This design comes from an exercise in tuning for a short achievable clock period and few clock cycles per item on the open sky130 flow, not from production work. The RTL was checked by simulation tests, not by an equivalence proof against the original design. No activity file was given, so power comes from the tool's default toggle rates.

<file path="config.mk">
export PLATFORM = sky130hd
export DESIGN_NAME = lc4_processor
export DESIGN_NICKNAME = lc4_processor
export VERILOG_FILES = /design/flow/design.v
export SDC_FILE = /design/flow/constraint.sdc
export NUM_CORES = 4
export LEC_CHECK = 0
export CAP_MARGIN = 20
export CORE_MARGIN = 2
export CORE_UTILIZATION = 40
export SLEW_MARGIN = 20
</file>
<file path="constraint.sdc">
create_clock -name core_clock -period 5.2 [get_ports {gwe}]
set_input_delay 1.0400 -clock core_clock [delete_from_list [all_inputs] [get_ports {gwe}]]
set_output_delay 1.0400 -clock core_clock [all_outputs]
set_load 0.01 [all_outputs]
</file>
<file path="design.v">
package lc4_pkg;
   localparam int word_w    = 16;   
   localparam int reg_sel_w = 3;    
   typedef logic [word_w-1:0]    word_t;
   typedef logic [reg_sel_w-1:0] reg_sel_t;
   typedef logic [2:0]           nzp_t;   
   localparam word_t reset_pc = 16'h8200;   
   typedef enum logic [3:0] {
      op_br    = 4'b0000,
      op_arith = 4'b0001,   
      op_logic = 4'b0101,   
      op_ldr   = 4'b0110,
      op_str   = 4'b0111,
      op_const = 4'b1001
   } opcode_e;
   typedef enum logic [2:0] {
      alu_add       = 3'd0,
      alu_sub       = 3'd1,
      alu_and       = 3'd2,
      alu_addi      = 3'd3,   
      alu_const     = 3'd4,   
      alu_addr      = 3'd5,   
      alu_br_target = 3'd6    
   } alu_op_e;
   typedef struct packed {
      alu_op_e  alu_op;
      reg_sel_t rs;
      reg_sel_t rt;
      reg_sel_t rd;
      logic     rs_re;
      logic     rt_re;
      logic     regfile_we;
      logic     is_load;
      logic     is_store;
      logic     is_branch;
      logic     valid;   
   } ctrl_t;
endpackage
module lc4_decoder (
   input  lc4_pkg::word_t i_insn,
   output lc4_pkg::ctrl_t o_ctrl
);
   lc4_pkg::opcode_e opcode;
   assign opcode = lc4_pkg::opcode_e'(i_insn[15:12]);
   always_comb begin
      o_ctrl    = '0;               
      o_ctrl.rd = i_insn[11:9];
      o_ctrl.rs = i_insn[8:6];
      o_ctrl.rt = i_insn[2:0];
      case (opcode)
         lc4_pkg::op_br: begin
            if (i_insn[11:9] != 3'b000) begin   
               o_ctrl.alu_op    = lc4_pkg::alu_br_target;
               o_ctrl.is_branch = 1'b1;
               o_ctrl.valid     = 1'b1;
            end
         end
         lc4_pkg::op_arith: begin
            if (i_insn[5]) begin
               o_ctrl.alu_op     = lc4_pkg::alu_addi;
               o_ctrl.rs_re      = 1'b1;
               o_ctrl.regfile_we = 1'b1;
               o_ctrl.valid      = 1'b1;
            end else if (i_insn[5:3] == 3'b000 || i_insn[5:3] == 3'b010) begin
               o_ctrl.alu_op     = (i_insn[4]) ? lc4_pkg::alu_sub : lc4_pkg::alu_add;
               o_ctrl.rs_re      = 1'b1;
               o_ctrl.rt_re      = 1'b1;
               o_ctrl.regfile_we = 1'b1;
               o_ctrl.valid      = 1'b1;
            end
         end
         lc4_pkg::op_logic: begin
            if (i_insn[5:3] == 3'b000) begin   
               o_ctrl.alu_op     = lc4_pkg::alu_and;
               o_ctrl.rs_re      = 1'b1;
               o_ctrl.rt_re      = 1'b1;
               o_ctrl.regfile_we = 1'b1;
               o_ctrl.valid      = 1'b1;
            end
         end
         lc4_pkg::op_ldr: begin
            o_ctrl.alu_op     = lc4_pkg::alu_addr;
            o_ctrl.rs_re      = 1'b1;
            o_ctrl.regfile_we = 1'b1;
            o_ctrl.is_load    = 1'b1;
            o_ctrl.valid      = 1'b1;
         end
         lc4_pkg::op_str: begin
            o_ctrl.alu_op   = lc4_pkg::alu_addr;
            o_ctrl.rt       = i_insn[11:9];   
            o_ctrl.rs_re    = 1'b1;
            o_ctrl.rt_re    = 1'b1;
            o_ctrl.is_store = 1'b1;
            o_ctrl.valid    = 1'b1;
         end
         lc4_pkg::op_const: begin
            o_ctrl.alu_op     = lc4_pkg::alu_const;
            o_ctrl.regfile_we = 1'b1;
            o_ctrl.valid      = 1'b1;
         end
         default: o_ctrl.valid = 1'b0;   
      endcase
   end
endmodule
module lc4_regfile (
   input  logic              gwe,
   input  logic              i_rst_n,
   input  lc4_pkg::reg_sel_t i_rs,
   input  lc4_pkg::reg_sel_t i_rt,
   output lc4_pkg::word_t    o_rs_data,
   output lc4_pkg::word_t    o_rt_data,
   input  lc4_pkg::reg_sel_t i_rd,
   input  logic              i_rd_we,
   input  lc4_pkg::word_t    i_wdata
);
   lc4_pkg::word_t regs [2**lc4_pkg::reg_sel_w];
   always_ff @(posedge gwe) begin
      if (!i_rst_n) begin
         for (int i = 0; i < 2**lc4_pkg::reg_sel_w; i++) begin
            regs[i] <= '0;
         end
      end else if (i_rd_we) begin
         regs[i_rd] <= i_wdata;
      end
   end
   assign o_rs_data = (i_rd_we && i_rd == i_rs) ? i_wdata : regs[i_rs];
   assign o_rt_data = (i_rd_we && i_rd == i_rt) ? i_wdata : regs[i_rt];
endmodule
module lc4_alu (
   input  lc4_pkg::alu_op_e i_op,
   input  lc4_pkg::word_t   i_insn,
   input  lc4_pkg::word_t   i_pc,
   input  lc4_pkg::word_t   i_rs_data,
   input  lc4_pkg::word_t   i_rt_data,
   output lc4_pkg::word_t   o_result
);
   lc4_pkg::word_t imm5;
   lc4_pkg::word_t imm6;
   lc4_pkg::word_t imm9;
   assign imm5 = {{11{i_insn[4]}}, i_insn[4:0]};   
   assign imm6 = {{10{i_insn[5]}}, i_insn[5:0]};   
   assign imm9 = {{7{i_insn[8]}}, i_insn[8:0]};    
   always_comb begin
      case (i_op)
         lc4_pkg::alu_add:       o_result = i_rs_data + i_rt_data;
         lc4_pkg::alu_sub:       o_result = i_rs_data - i_rt_data;
         lc4_pkg::alu_and:       o_result = i_rs_data & i_rt_data;
         lc4_pkg::alu_addi:      o_result = i_rs_data + imm5;
         lc4_pkg::alu_const:     o_result = imm9;
         lc4_pkg::alu_addr:      o_result = i_rs_data + imm6;
         lc4_pkg::alu_br_target: o_result = i_pc + 16'd1 + imm9;
         default:                o_result = '0;
      endcase
   end
endmodule
module lc4_fetch #(
   parameter lc4_pkg::word_t p_reset_pc = lc4_pkg::reset_pc
) (
   input  logic           gwe,
   input  logic           i_rst_n,
   input  logic           i_stall,       
   input  logic           i_flush,       
   input  lc4_pkg::word_t i_br_target,
   input  lc4_pkg::word_t i_cur_insn,    
   output lc4_pkg::word_t o_cur_pc,
   output lc4_pkg::word_t o_d_insn,
   output lc4_pkg::word_t o_d_pc
);
   lc4_pkg::word_t pc_q;
   lc4_pkg::word_t pc_plus1;
   lc4_pkg::word_t d_insn_q;
   lc4_pkg::word_t d_pc_q;
   assign pc_plus1 = pc_q + 16'd1;
   always_ff @(posedge gwe) begin
      if (!i_rst_n) begin
         pc_q     <= p_reset_pc;
         d_insn_q <= '0;            
      end else if (i_flush) begin
         pc_q     <= i_br_target;
         d_insn_q <= '0;            
      end else if (!i_stall) begin
         pc_q     <= pc_plus1;
         d_insn_q <= i_cur_insn;
      end
   end
   always_ff @(posedge gwe) begin
      if (!i_stall) begin
         d_pc_q <= pc_q;   
      end
   end
   assign o_cur_pc = pc_q;
   assign o_d_insn = d_insn_q;
   assign o_d_pc   = d_pc_q;
endmodule
module lc4_execute (
   input  logic           gwe,
   input  logic           i_rst_n,
   input  lc4_pkg::ctrl_t i_d_ctrl,
   input  lc4_pkg::word_t i_d_insn,
   input  lc4_pkg::word_t i_d_pc,
   input  lc4_pkg::word_t i_rs_data,         
   input  lc4_pkg::word_t i_rt_data,
   input  lc4_pkg::word_t i_cur_dmem_data,   
   input  lc4_pkg::reg_sel_t i_fwd_m_rd,     
   input  logic              i_fwd_m_we,
   input  lc4_pkg::word_t    i_fwd_m_data,
   input  lc4_pkg::reg_sel_t i_fwd_w_rd,
   input  logic              i_fwd_w_we,
   input  lc4_pkg::word_t    i_fwd_w_data,
   output logic           o_stall,
   output logic           o_flush,
   output lc4_pkg::word_t o_br_target,
   output lc4_pkg::ctrl_t o_x_ctrl,
   output lc4_pkg::word_t o_x_insn,
   output lc4_pkg::word_t o_x_pc,
   output lc4_pkg::word_t o_x_result,
   output lc4_pkg::word_t o_x_rt_data
);
   lc4_pkg::ctrl_t x_ctrl_q;
   lc4_pkg::word_t x_insn_q;
   lc4_pkg::word_t x_pc_q;
   lc4_pkg::word_t x_rs_q;
   lc4_pkg::word_t x_rt_q;
   lc4_pkg::word_t rs_byp;
   lc4_pkg::word_t rt_byp;
   lc4_pkg::word_t alu_result;
   lc4_pkg::nzp_t  nzp_q;
   logic           m_load_q;   
   logic           load_use;
   logic           br_taken;
   function automatic lc4_pkg::nzp_t nzp_of(input lc4_pkg::word_t value);
      if (value == '0) nzp_of = 3'b010;
      else if (value[15]) nzp_of = 3'b100;
      else nzp_of = 3'b001;
   endfunction
   always_ff @(posedge gwe) begin
      if (!i_rst_n) begin
         x_ctrl_q <= '0;
      end else if (o_stall || o_flush) begin
         x_ctrl_q <= '0;
      end else begin
         x_ctrl_q <= i_d_ctrl;
      end
   end
   always_ff @(posedge gwe) begin
      x_insn_q <= i_d_insn;
      x_pc_q   <= i_d_pc;
      x_rs_q   <= i_rs_data;
      x_rt_q   <= i_rt_data;
   end
   always_comb begin
      if (i_fwd_m_we && i_fwd_m_rd == x_ctrl_q.rs) rs_byp = i_fwd_m_data;
      else if (i_fwd_w_we && i_fwd_w_rd == x_ctrl_q.rs) rs_byp = i_fwd_w_data;
      else rs_byp = x_rs_q;
      if (i_fwd_m_we && i_fwd_m_rd == x_ctrl_q.rt) rt_byp = i_fwd_m_data;
      else if (i_fwd_w_we && i_fwd_w_rd == x_ctrl_q.rt) rt_byp = i_fwd_w_data;
      else rt_byp = x_rt_q;
   end
   lc4_alu i_lc4_alu (
      .i_op      (x_ctrl_q.alu_op),
      .i_insn    (x_insn_q),
      .i_pc      (x_pc_q),
      .i_rs_data (rs_byp),
      .i_rt_data (rt_byp),
      .o_result  (alu_result)
   );
   always_ff @(posedge gwe) begin
      if (!i_rst_n) begin
         nzp_q    <= 3'b010;
         m_load_q <= 1'b0;
      end else begin
         m_load_q <= x_ctrl_q.is_load;
         if (x_ctrl_q.regfile_we && !x_ctrl_q.is_load) nzp_q <= nzp_of(alu_result);
         else if (m_load_q) nzp_q <= nzp_of(i_cur_dmem_data);
      end
   end
   assign br_taken = x_ctrl_q.is_branch && |(x_insn_q[11:9] & nzp_q);
   assign load_use = x_ctrl_q.is_load &&
                     ((i_d_ctrl.rs_re && i_d_ctrl.rs == x_ctrl_q.rd) ||
                      (i_d_ctrl.rt_re && !i_d_ctrl.is_store && i_d_ctrl.rt == x_ctrl_q.rd) ||
                      i_d_ctrl.is_branch);   
   assign o_flush     = br_taken;
   assign o_stall     = load_use && !br_taken;   
   assign o_br_target = alu_result;
   assign o_x_ctrl    = x_ctrl_q;
   assign o_x_insn    = x_insn_q;
   assign o_x_pc      = x_pc_q;
   assign o_x_result  = alu_result;
   assign o_x_rt_data = rt_byp;
endmodule
module lc4_memwb (
   input  logic              gwe,
   input  logic              i_rst_n,
   input  lc4_pkg::ctrl_t    i_x_ctrl,
   input  lc4_pkg::word_t    i_x_insn,
   input  lc4_pkg::word_t    i_x_pc,
   input  lc4_pkg::word_t    i_x_result,
   input  lc4_pkg::word_t    i_x_rt_data,
   input  lc4_pkg::word_t    i_cur_dmem_data,
   output lc4_pkg::word_t    o_dmem_addr,
   output logic              o_dmem_we,
   output lc4_pkg::word_t    o_dmem_towrite,
   output lc4_pkg::reg_sel_t o_fwd_m_rd,   
   output logic              o_fwd_m_we,
   output lc4_pkg::word_t    o_fwd_m_data,
   output lc4_pkg::reg_sel_t o_fwd_w_rd,
   output logic              o_fwd_w_we,
   output lc4_pkg::word_t    o_fwd_w_data,
   output lc4_pkg::reg_sel_t o_rf_wsel,
   output logic              o_rf_we,
   output lc4_pkg::word_t    o_rf_wdata,
   output logic              o_wb_valid,
   output lc4_pkg::word_t    o_wb_pc,
   output lc4_pkg::word_t    o_wb_insn
);
   lc4_pkg::ctrl_t m_ctrl_q;
   lc4_pkg::word_t m_insn_q;
   lc4_pkg::word_t m_pc_q;
   lc4_pkg::word_t m_result_q;
   lc4_pkg::word_t m_rt_q;
   lc4_pkg::ctrl_t w_ctrl_q;
   lc4_pkg::word_t w_insn_q;
   lc4_pkg::word_t w_pc_q;
   lc4_pkg::word_t w_result_q;
   lc4_pkg::word_t w_load_q;
   lc4_pkg::word_t w_data;
   always_ff @(posedge gwe) begin
      if (!i_rst_n) begin
         m_ctrl_q <= '0;
         w_ctrl_q <= '0;
      end else begin
         m_ctrl_q <= i_x_ctrl;
         w_ctrl_q <= m_ctrl_q;
      end
   end
   always_ff @(posedge gwe) begin
      m_insn_q   <= i_x_insn;
      m_pc_q     <= i_x_pc;
      m_result_q <= i_x_result;
      m_rt_q     <= i_x_rt_data;
      w_insn_q   <= m_insn_q;
      w_pc_q     <= m_pc_q;
      w_result_q <= m_result_q;
      w_load_q   <= i_cur_dmem_data;   
   end
   assign w_data = (w_ctrl_q.is_load) ? w_load_q : w_result_q;
   assign o_dmem_addr = (m_ctrl_q.is_load || m_ctrl_q.is_store) ? m_result_q : '0;
   assign o_dmem_we   = m_ctrl_q.is_store;
   assign o_dmem_towrite = (w_ctrl_q.is_load && w_ctrl_q.regfile_we &&
                            w_ctrl_q.rd == m_ctrl_q.rt) ? w_data : m_rt_q;
   assign o_fwd_m_rd   = m_ctrl_q.rd;
   assign o_fwd_m_we   = m_ctrl_q.regfile_we && !m_ctrl_q.is_load;
   assign o_fwd_m_data = m_result_q;
   assign o_fwd_w_rd   = w_ctrl_q.rd;
   assign o_fwd_w_we   = w_ctrl_q.regfile_we;
   assign o_fwd_w_data = w_data;
   assign o_rf_wsel  = w_ctrl_q.rd;
   assign o_rf_we    = w_ctrl_q.regfile_we;
   assign o_rf_wdata = w_data;
   assign o_wb_valid = w_ctrl_q.valid;   
   assign o_wb_pc    = w_pc_q;
   assign o_wb_insn  = w_insn_q;
endmodule
module lc4_processor #(
   parameter lc4_pkg::word_t p_reset_pc = lc4_pkg::reset_pc
) (
   input  logic              gwe,
   input  logic              i_rst_n,
   output lc4_pkg::word_t    o_cur_pc,          
   input  lc4_pkg::word_t    i_cur_insn,
   output lc4_pkg::word_t    o_dmem_addr,
   output logic              o_dmem_we,
   output lc4_pkg::word_t    o_dmem_towrite,
   input  lc4_pkg::word_t    i_cur_dmem_data,
   output logic              o_wb_valid,        
   output lc4_pkg::word_t    o_wb_pc,
   output lc4_pkg::word_t    o_wb_insn,
   output logic              o_wb_rf_we,
   output lc4_pkg::reg_sel_t o_wb_rf_wsel,
   output lc4_pkg::word_t    o_wb_rf_data
);
   logic           stall;
   logic           flush;
   lc4_pkg::word_t br_target;
   lc4_pkg::word_t d_insn;
   lc4_pkg::word_t d_pc;
   lc4_pkg::ctrl_t d_ctrl;
   lc4_pkg::word_t rs_data;
   lc4_pkg::word_t rt_data;
   lc4_pkg::ctrl_t x_ctrl;
   lc4_pkg::word_t x_insn;
   lc4_pkg::word_t x_pc;
   lc4_pkg::word_t x_result;
   lc4_pkg::word_t x_rt_data;
   lc4_pkg::reg_sel_t fwd_m_rd;   
   logic              fwd_m_we;
   lc4_pkg::word_t    fwd_m_data;
   lc4_pkg::reg_sel_t fwd_w_rd;
   logic              fwd_w_we;
   lc4_pkg::word_t    fwd_w_data;
   lc4_fetch #(.p_reset_pc(p_reset_pc)) i_lc4_fetch (
      .gwe, .i_rst_n,
      .i_stall     (stall),
      .i_flush     (flush),
      .i_br_target (br_target),
      .i_cur_insn, .o_cur_pc,
      .o_d_insn    (d_insn),
      .o_d_pc      (d_pc)
   );
   lc4_decoder i_lc4_decoder (.i_insn(d_insn), .o_ctrl(d_ctrl));
   lc4_regfile i_lc4_regfile (
      .gwe, .i_rst_n,
      .i_rs      (d_ctrl.rs),
      .i_rt      (d_ctrl.rt),
      .o_rs_data (rs_data),
      .o_rt_data (rt_data),
      .i_rd      (o_wb_rf_wsel),
      .i_rd_we   (o_wb_rf_we),
      .i_wdata   (o_wb_rf_data)
   );
   lc4_execute i_lc4_execute (
      .gwe, .i_rst_n,
      .i_d_ctrl (d_ctrl), .i_d_insn (d_insn), .i_d_pc (d_pc),
      .i_rs_data (rs_data), .i_rt_data (rt_data),
      .i_cur_dmem_data, .i_fwd_m_rd (fwd_m_rd), .i_fwd_m_we (fwd_m_we), .i_fwd_m_data (fwd_m_data),
      .i_fwd_w_rd (fwd_w_rd), .i_fwd_w_we (fwd_w_we), .i_fwd_w_data (fwd_w_data),
      .o_stall (stall), .o_flush (flush), .o_br_target (br_target),
      .o_x_ctrl (x_ctrl), .o_x_insn (x_insn), .o_x_pc (x_pc),
      .o_x_result (x_result), .o_x_rt_data (x_rt_data)
   );
   lc4_memwb i_lc4_memwb (
      .gwe, .i_rst_n,
      .i_x_ctrl (x_ctrl), .i_x_insn (x_insn), .i_x_pc (x_pc),
      .i_x_result (x_result), .i_x_rt_data (x_rt_data),
      .i_cur_dmem_data, .o_dmem_addr, .o_dmem_we, .o_dmem_towrite,
      .o_fwd_m_rd (fwd_m_rd), .o_fwd_m_we (fwd_m_we), .o_fwd_m_data (fwd_m_data),
      .o_fwd_w_rd (fwd_w_rd), .o_fwd_w_we (fwd_w_we), .o_fwd_w_data (fwd_w_data),
      .o_rf_wsel (o_wb_rf_wsel), .o_rf_we (o_wb_rf_we), .o_rf_wdata (o_wb_rf_data),
      .o_wb_valid, .o_wb_pc, .o_wb_insn
   );
endmodule
</file>
<file path="run.sh">
#!/bin/bash
# synth_recipe.tcl (not shown) runs the flow's synth.tcl, then flattens the netlist and writes it again
# the make line also repeats each setting of config.mk as NAME=value (left out here)
make -C /OpenROAD-flow-scripts/flow DESIGN_CONFIG=/design/flow/config.mk WORK_HOME=/design/flow/orfs CLKGATE_MAP_FILE= SYNTH_SCRIPT=/design/flow/synth_recipe.tcl finish
</file>
==> run summary <==
## routing by layer
layer  share of wire (%)  vias up  track usage (%)
met3                 5.5       98            3.298
li1                    -     6207                -
met1                  42     6448            28.32
met5                   0        -                0
met2                  48      438            36.99
met4                 3.8        0            8.539
## timing repair
action | CTS | global route
resized for setup | 5 | 32
endpoints found under the setup margin | 2 | 5
pin swaps | 1 | 15
setup buffers | 0 | 2
## placed cells by master (no fill, tap or decap), drive strengths merged, types with 6 or more instances in the layout
master,instances
and2,27
xor2,29
clkinv,8
nand2b,14
o21a,15
edfxtp,144
buf,94
or3,6
ha,35
inv,50
nand4,10
clkbuf,60
and3,7
a21o,9
o211a,10
nand3,22
mux4,64
nor2,247
o211ai,7
mux2,6
nand2,101
mux2i,84
a31oi,8
clkdlybuf4s50,135
a21oi,98
o31ai,7
nor4,11
nor2b,39
a211oi,19
nor3,25
o21ai,75
xnor2,34
dfxtp,263
## cell families after synthesis
kind of cell | count (synthesis) | synth area share, %
flops | 407 | 53.20
xor+xnor | 63 | 3.061
simple gates | 528 | 13.57
fa+ha+maj | 37 | 2.652
mux | 154 | 13.40
buf+inv | 139 | 3.311
compound gates | 299 | 10.80
## per-stage QoR
stage	hold slack (ns)	setup TNS, ns	instances	worst slack [ns]	instance area, um^2
after floorplan	0.3096	0	1627	0.01078	18050
after global placement	0.3100	0	2353	0.01905	20460
after detailed placement	0.3121	-0.02044	2353	-0.01858	20460
after CTS	0.3263	0	2428	0.002184	21780
after global routing	0.3289	-0.07338	2430	-0.07338	21920
final	0.3240	0	2430	0.1484	21920
## worst max path at each step
stage               slack (ns)  depth (start not counted)                     end                  startpoint
finish                    0.15                         20  i_lc4_execute.nzp_q[1]  i_lc4_execute.x_ctrl_q[12]
global route             -0.07                         22  i_lc4_execute.nzp_q[1]  i_lc4_execute.x_ctrl_q[12]
global placement          0.02                         22  i_lc4_execute.nzp_q[0]  i_lc4_execute.x_ctrl_q[12]
detailed placement       -0.02                         22  i_lc4_execute.nzp_q[0]  i_lc4_execute.x_ctrl_q[12]
floorplan                 0.01                         24  i_lc4_execute.nzp_q[0]     i_lc4_memwb.w_ctrl_q[8]
CTS                      0.002                         22  i_lc4_execute.nzp_q[0]  i_lc4_execute.x_ctrl_q[10]
## cell usage after synthesis, types with 10 or more instances
| master | number | area share [%] |
|---|---|---|
| a211oi_1 | 18 | 0.75 |
| a21oi_1 | 98 | 2.7 |
| and2_1 | 27 | 0.94 |
| buf_2 | 12 | 0.33 |
| clkbuf_1 | 61 | 1.3 |
| dfxtp_1 | 263 | 29 |
| edfxtp_1 | 144 | 24 |
| ha_1 | 35 | 2.4 |
| inv_1 | 39 | 0.81 |
| mux2i_1 | 77 | 4.3 |
| mux4_2 | 64 | 8.0 |
| nand2_1 | 101 | 2.1 |
| nand2b_1 | 13 | 0.45 |
| nand3_1 | 22 | 0.61 |
| nand4_1 | 10 | 0.35 |
| nor2_1 | 247 | 5.1 |
| nor2b_1 | 39 | 1.4 |
| nor3_1 | 24 | 0.67 |
| o211a_1 | 10 | 0.56 |
| o21a_1 | 13 | 0.54 |
| o21ai_0 | 65 | 1.8 |
| xnor2_1 | 34 | 1.7 |
| xor2_1 | 29 | 1.4 |
## cell type report
| class | count | area [um^2] |
|---|---|---|
| Multi-Input combinational cell | 1081 | 8016 |
| Timing Repair Buffer | 229 | 2081 |
| Clock inverter | 15 | 115.1 |
| Fill cell | 4016 | 22400 |
| Sequential cell | 407 | 9602 |
| Tap cell | 592 | 740.7 |
| Clock buffer | 60 | 1190 |
| Inverter | 46 | 172.7 |
## power groups by stage
stage	Clock, mW	Combinational [mW]	Sequential (mW)
after floorplan	0	1.06	3.77
after global placement	0	1.84	3.90
after detailed placement	0	1.85	3.90
after CTS	2.96	1.87	3.83
after global routing	3.08	2.05	3.86
final	2.90	1.91	3.84
==> reports/summary.md <==
* **unique cell type count in the Yosys netlist** 90
* **y dimension of the die** 216.3 um
* **core region area** 44320 um^2
* **fraction of power spent switching nets** 30.03%
* **CP max FO** 3
* **pin count of the biggest net entering global routing** 39
* **Critical Path Start Type** flip-flop
* **Buf/Inv on CP** 1
* **clock transition at the registers of the reported paths** 0.06 ns
* **sequential power share** 44.4%
* **average detailed-routed wire length per instance** 21.26 um
* **iteration-0 DRC count of the detailed router** 976
* **worst min-delay path endpoint** i_lc4_memwb.w_insn_q[4]
* **register with the most flip-flops** i_lc4_regfile.regs
* **Pre-Repair DR Iteration Count** 5
* **number of flip-flops under the largest register name** 128
* **minimum setup slack among reg-to-reg paths** 0.15 ns
* **Gate Count Post-Synth** 1627
* **number of buffers inserted for hold repair after clock tree synthesis** 0
* **Seq cells post-synth** 407
* **portion of the clock cycle consumed by the worst path in the final layout** 97.15%
* **Final Hold Violating Endpoints** 0
* **Max Root-Sink Buffers** 3
* **peak per-stage delay on the critical path** 0.53 ns
* **Psw** 2.597 mW
* **die extent in x** 216.3 um
* **Max Fclk** 198.0 MHz
* **GRT overflow** 0
* **mean area per synthesized cell** 11.08 um^2
* **primary flip-flop cell chosen by synthesis mapping** dfxtp_1
* **post-synthesis net count** 1698
* **final setup violation count** 0
* **CTS H-Tree Depth** 2
* **area delta synth->final** 21.60%
* **master of the slowest instance on the critical path** or4_1
* **worst setup skew after layout** 0.02464 ns
* **floorplan row count** 77
* **count of nets after finishing** 1879
* **maximum vdd drop** 0.0002836 V
* **pins over their slew limit** 0
* **number of maximum-capacitance violations** 0
* **biggest regs** i_lc4_regfile.regs x128, i_lc4_execute.x_ctrl_q x17
* **share of flip-flops with an asynchronous set or reset after synthesis** 0%
* **CP most frequent cell** o21a_1
* **Critical Path RT** 5.67 ns
* **clock sinks** 407
* **wire length of the first global-routing pass** 77960 um
* **result of the run** finished clean
* **setup repair after global routing missed its margin** yes
* **Syn. warnings** 6
* **starting density of the core** 40.67%
* **via count of the first global-routing pass** 13030
* **ratio of cells with drive above 1 in the final layout** 15.89%
* **launch instance of the worst register-to-register path** i_lc4_execute.x_ctrl_q[12]
* **internal power contribution** 6.051 mW
* **Inserted Diodes** 0
* **Comb pwr share** 22.1%
* **transition time at the pin with the least slew margin** 1.183 ns
* **vias after detailed routing** 13190
* **fraction of the yosys area taken by sequential cells** 53.20%
* **Hold Crit Class** reg2reg
* **signal arrival time at the worst endpoint** 5.52 ns
* **Post-DRT Antenna Nets** 0
* **Root Driver** clkbuf_16
* **clock share of power** 33.5%
* **later-pin clock latency in the skew report** 0.58 ns
* **start point of the worst min-delay path** i_lc4_memwb.m_insn_q[4]
* **Worst Path Class, Setup** reg2reg
* **I/O pin count** 136
* **Slew HR** 20.84%
* **post-synthesis instance area** 18020 um^2
* **aggregate global-route resource usage** 21.89%
* **power after layout** 8.649 mW
* **average vias per placed instance** 5.428
* **power density cells** 394.6 nW/um^2
* **final HPWL from detailed placement** 37060 um
* **count of buffers inserted at the top-level ports** 135
* **total die area** 46770 um^2
* **critical path cell sequence** xnor2_4 > and4_4 > mux2_4 > mux2i_4 > ha_2 > inv_2 > nor2_4 > a211oi_1 > a221o_1 > ha_1 > o21a_1 > o21a_1 > a2111o_1 > nand4_1 > nor2b_1 > xor2_1 > o221ai_1 > or4_1 > or4_4 > o311ai_2
* **number of antenna violations at the first check in global routing** 0
* **final core area utilization** 49.46%
* **gp weighted congestion** 0.8847
* **clock period minus worst slack** 5.052 ns
* **post-detailed-route DRC marker count** 0
* **Worst R2R End** i_lc4_execute.nzp_q[1]
* **leak pwr** 8.613 nW
* **clock tree from TritonCTS** built
* **final wirelength** 51670 um
* **R2R cell count** 20
* **TritonCTS buffer count** 43
* **worst hold stages** 0
* **number of enable-type register cells in the synthesized netlist** 144
* **delay-heaviest family, CP** simple AND/OR/NAND/NOR gates
* **CP endpoint kind** flip-flop
Testbench counts, summed over its fixed seeds: cycles 19,328, insns 14,421.

afterwards: timing with drivers on the ports:
The results above use ideal ports. As a check the final layout listed here was re-extracted and re-timed, cells and wires unchanged. Step 1 (the two cells are an assumption about what drives the block):
set clk [get_ports {gwe}]
set_driving_cell -lib_cell sky130_fd_sc_hd__clkbuf_16 $clk
set_driving_cell -lib_cell sky130_fd_sc_hd__buf_2 [delete_from_list [all_inputs] $clk]
Step 2 moves the port delays by t, midway between the first and last clock arrival at a register: inputs arrive t later, outputs are due t later. That takes back most of the time a late clock gives input paths. a / b / c = no drivers / after step 1 / after step 2; a / b = the first two.
t (ns): 0.621
setup WS [ns]: 0.148 / 0.148 / 0.148
worst data-port slew with drivers (ns): 0.06
After both steps setup and hold are still met in this run. For this run, drivers alone change the setup slack by 0.000 ns; drivers and shift together by 0.000 ns.
